Source: an optimization exercise on an open RTL-to-GDS flow (aim: small area, a short achievable clock period and few clock cycles). Production flows keep margins and buffers that such runs may drop. The RTL was checked by simulation tests, not by an equivalence proof against the original design. Power is estimated from default activity; no workload was simulated.

// weight_update
module weight_update
(
   input  logic  clk,
   input  logic  reset,
   input  logic  cmd_valid,
   input  logic  cmd_init,
   output logic  cmd_ready,
   input  wu_pkg::word_t weight_in,
   input  logic  weight_valid,
   output logic  weight_ready,
   input  wu_pkg::word_t gradient_in,
   input  logic  gradient_valid,
   output logic  gradient_ready,
   output wu_pkg::word_t result_out,
   output logic  result_valid,
   input  logic  result_ready,
   input  wu_pkg::len_t  total_length,
   input  wu_pkg::node_t node_id,
   input  wu_pkg::node_t num_node,
   output wu_pkg::addr_t avs_address,
   output wu_pkg::word_t avs_writedata,
   output logic  avs_read,
   output logic  avs_write,
   input  wu_pkg::word_t avs_readdata,
   input  logic  avs_waitrequest,
   input  logic  avs_readdatavalid
);
   localparam int CNT_W = $clog2(wu_pkg::NSLOT + 1);
   localparam int HI_W  = wu_pkg::ADDR_W - wu_pkg::LG_SLICE_WORDS;
   typedef enum logic [1:0] {S_IDLE, S_INIT, S_WALK} state_t;
  ...
For scale: roughly 2,100 cells after synthesis, ~410 I/O pins.
Settings: LEC_CHECK=0, ABC_CLOCK_PERIOD_IN_PS=2500, CAP_MARGIN=20, CORE_MARGIN=2, CORE_UTILIZATION=55, CTS_BUF_LIST=sky130_fd_sc_hd__clkbuf_4 sky130_fd_sc_hd__clkbuf_8, CTS_CLUSTER_SIZE=30, SETUP_SLACK_MARGIN=3.5, SLEW_MARGIN=20, SYNTH_HIERARCHICAL=1, SYNTH_MINIMUM_KEEP_SIZE=0; clock period 6.0 ns.
standard.sh (not shown) runs the stock make flow with config.mk's settings and CLKGATE_MAP_FILE= SYNTH_SCRIPT=/design/flow/synth_recipe.tcl, a recipe that flattens the netlist after the stock synthesis.
==> flow/flow/run.sh <==
#!/bin/bash
# Standard layout, with the smallest buffer as the port buffer instead of
# the default delay buffer (the timing repairs upsize it where needed),
# and a clock tree without dummy loads.
set -euo pipefail
bash standard.sh \
  "BUFFER_PORTS_ARGS=-buffer_cell sky130_fd_sc_hd__buf_1" \
  "CTS_ARGS=-sink_clustering_enable -repair_clock_nets -sink_clustering_size 20 -sink_clustering_max_diameter 80 -buf_list {sky130_fd_sc_hd__clkbuf_8 sky130_fd_sc_hd__clkbuf_16} -dont_use_dummy_load" \
  finish > standard.log 2>&1
The baseline completed without violations.
Testbench counts at the start, summed over its fixed seeds: cycles 20,526.
Then changed:
--- a/flow/flow/run.sh
+++ b/flow/flow/run.sh
@@ -8 +8 @@
-  "CTS_ARGS=-sink_clustering_enable -repair_clock_nets -sink_clustering_size 20 -sink_clustering_max_diameter 80 -buf_list {sky130_fd_sc_hd__clkbuf_8 sky130_fd_sc_hd__clkbuf_16} -dont_use_dummy_load" \
+  "CTS_ARGS=-sink_clustering_enable -repair_clock_nets -sink_clustering_size 30 -buf_list {sky130_fd_sc_hd__clkbuf_4 sky130_fd_sc_hd__clkbuf_8} -dont_use_dummy_load -distance_between_buffers 150" \
Settings changed: CORE_UTILIZATION 55 to 40.
Outcome: Worst setup slack improved by 0.042 ns; first-iteration DRC count fell by 13%; wire length rose by 6.7%; via count goes up by 2.0%; final cell count went up by 9.7%; power went up by 7.3%; cell area rose by 3.0%; die area rose by 37%; global-route usage falls by 5.5 points; fmax grows by 1.7%; non-clock buffer count climbs by 6.
Then changed:
--- a/flow/flow/run.sh
+++ b/flow/flow/run.sh
@@ -8 +8 @@
-  "CTS_ARGS=-sink_clustering_enable -repair_clock_nets -sink_clustering_size 30 -buf_list {sky130_fd_sc_hd__clkbuf_4 sky130_fd_sc_hd__clkbuf_8} -dont_use_dummy_load -distance_between_buffers 150" \
+  "CTS_ARGS=-sink_clustering_enable -repair_clock_nets -sink_clustering_size 30 -buf_list {sky130_fd_sc_hd__clkbuf_4 sky130_fd_sc_hd__clkbuf_8} -dont_use_dummy_load" \
Settings changed: CORE_UTILIZATION 40 to 55.
Result: Wire length fell by 5.3%; die area decreases by 27%; combinational power came out lower by about 3%; clock skew fell by 0.048 ns; setup slack gets worse by 0.0073 ns.
Then changed:
--- a/flow/flow/run.sh
+++ b/flow/flow/run.sh
@@ -8 +8 @@
-  "CTS_ARGS=-sink_clustering_enable -repair_clock_nets -sink_clustering_size 30 -buf_list {sky130_fd_sc_hd__clkbuf_4 sky130_fd_sc_hd__clkbuf_8} -dont_use_dummy_load" \
+  "CTS_ARGS=-sink_clustering_enable -repair_clock_nets -sink_clustering_size 16 -sink_clustering_max_diameter 60 -buf_list {sky130_fd_sc_hd__clkbuf_4 sky130_fd_sc_hd__clkbuf_8 sky130_fd_sc_hd__clkbuf_16} -dont_use_dummy_load" \
Settings changed: CORE_UTILIZATION 55 to 40.
Outcome:
- The changed run completed with no timing, DRC or antenna violations
- non-clock buffer count is higher by 20
- synthesized cell count does not change
- core utilization is lower by 17 points
- flip-flop and latch count does not change
Then changed:
--- a/flow/flow/run.sh
+++ b/flow/flow/run.sh
@@ -8 +8 @@
-  "CTS_ARGS=-sink_clustering_enable -repair_clock_nets -sink_clustering_size 16 -sink_clustering_max_diameter 60 -buf_list {sky130_fd_sc_hd__clkbuf_4 sky130_fd_sc_hd__clkbuf_8 sky130_fd_sc_hd__clkbuf_16} -dont_use_dummy_load" \
+  "CTS_ARGS=-sink_clustering_enable -repair_clock_nets -sink_clustering_size 20 -sink_clustering_max_diameter 80 -buf_list {sky130_fd_sc_hd__clkbuf_8 sky130_fd_sc_hd__clkbuf_16} -dont_use_dummy_load" \
- hold slack is about the same
- global-route usage drops by 0.40 points
- cell area drops by 1.8%
- sequential cell count stays the same
- total power drops by about 6%
- cell count drops by about 0.9%
- via count drops by about 1%
- sequential share of layout area climbs by 0.85 points
- setup slack gains 0.011 ns

---

weight_update, a different RTL version from the one above (not shown whole).
Size in the first run: ~410 I/O pins, roughly 23000 um2 of cells after synthesis.
==> flow/config.mk <==
export PLATFORM = sky130hd
export DESIGN_NAME = weight_update
export DESIGN_NICKNAME = weight_update
export VERILOG_FILES = /design/flow/design.v
export SDC_FILE = /design/flow/constraint.sdc
export NUM_CORES = 4
export LEC_CHECK = 0
export ABC_CLOCK_PERIOD_IN_PS = 2500
export CAP_MARGIN = 20
export CORE_MARGIN = 2
export CORE_UTILIZATION = 40
export CTS_BUF_LIST = sky130_fd_sc_hd__clkbuf_4 sky130_fd_sc_hd__clkbuf_8
export CTS_CLUSTER_SIZE = 30
export SETUP_SLACK_MARGIN = 3.6
export SLEW_MARGIN = 20
export SYNTH_HIERARCHICAL = 1
export SYNTH_MINIMUM_KEEP_SIZE = 0
==> flow/constraint.sdc <==
create_clock -name core_clock -period 6.0 [get_ports {clk}]
set_input_delay 1.2000 -clock core_clock [delete_from_list [all_inputs] [get_ports {clk}]]
set_output_delay 1.2000 -clock core_clock [all_outputs]
set_load 0.01 [all_outputs]
==> flow/flow/run.sh <==
#!/bin/bash
# Standard layout, with the smallest buffer as the port buffer instead of
# the default delay buffer (the timing repairs upsize it where needed),
# and a clock tree without dummy loads.
set -euo pipefail
bash standard.sh \
  "BUFFER_PORTS_ARGS=-buffer_cell sky130_fd_sc_hd__buf_1" \
  "CTS_ARGS=-sink_clustering_enable -repair_clock_nets -sink_clustering_size 20 -sink_clustering_max_diameter 80 -buf_list {sky130_fd_sc_hd__clkbuf_8 sky130_fd_sc_hd__clkbuf_16} -dont_use_dummy_load" \
  finish > standard.log 2>&1
Testbench counts at the start, summed over its fixed seeds: cycles 20,566.
Then changed:
==> flow/flow/run.sh (replaced) <==
#!/bin/bash
# Standard layout, with the smallest buffer as the port buffer instead of
# the default delay buffer (the timing repairs upsize it where needed),
# and a clock tree without dummy loads.
set -euo pipefail
bash standard.sh \
  "BUFFER_PORTS_ARGS=-buffer_cell sky130_fd_sc_hd__buf_1" \
  "CTS_ARGS=-sink_clustering_enable -repair_clock_nets -sink_clustering_size 25 -sink_clustering_max_diameter 80 -buf_list {sky130_fd_sc_hd__clkbuf_16} -dont_use_dummy_load" \
  finish > standard.log 2>&1
Result: Register-to-register slack gets worse by 20 ps; via count rose slightly; clock-buffer cell count is unchanged; setup slack got worse by 40 ps; non-clock buffer count decreases by 1; wire length stays flat; final area is about the same; die area stays the same; area after synthesis is unchanged.

-- afterwards: timing with drivers on the ports --
Ports are ideal in the flow. The routed layouts listed here were re-timed in OpenROAD.
Step 1 assumes that a clkbuf_16 drives the clock port and a buf_2 every other input.
Step 2 times the ports against the registers' clock, not the clock port: input delays grow and output delays shrink by t, the midpoint of the rising clock arrivals with the driver on.
Three values: no drivers, after step 1, after step 2; two values: the first two.
| run | shift t [ns] | slack for setup (ns) | worst setup path at the end | clock arrival spread, ns |
|---|---|---|---|---|
| the first run of note 1 | 0.621 | 3.443 / 3.453 / 2.832 | input to register | 0.054 / 0.054 |
| the second run of note 1 | 0.669 | 3.485 / 3.449 / 2.847 | input to register | 0.071 / 0.071 |
| the third run of note 1 | 0.651 | 3.478 / 3.500 / 2.851 | input to register | 0.023 / 0.023 |
| the fourth run of note 1 | 0.609 | 3.482 / 3.493 / 2.890 | input to register | 0.050 / 0.050 |
| the fifth run of note 1 | 0.637 | 3.493 / 3.463 / 2.888 | input to register | 0.042 / 0.042 |
| the first run of note 2 | 0.625 | 3.561 / 3.506 / 2.967 | input to register | 0.042 / 0.042 |
| the second run of note 2 | 0.629 | 3.521 / 3.466 / 2.983 | input to register | 0.075 / 0.075 |
After both steps setup and hold are still met in every run listed. For the second run of note 1, which loses most, drivers alone change the setup slack by -0.036 ns; drivers and shift together by -0.638 ns.
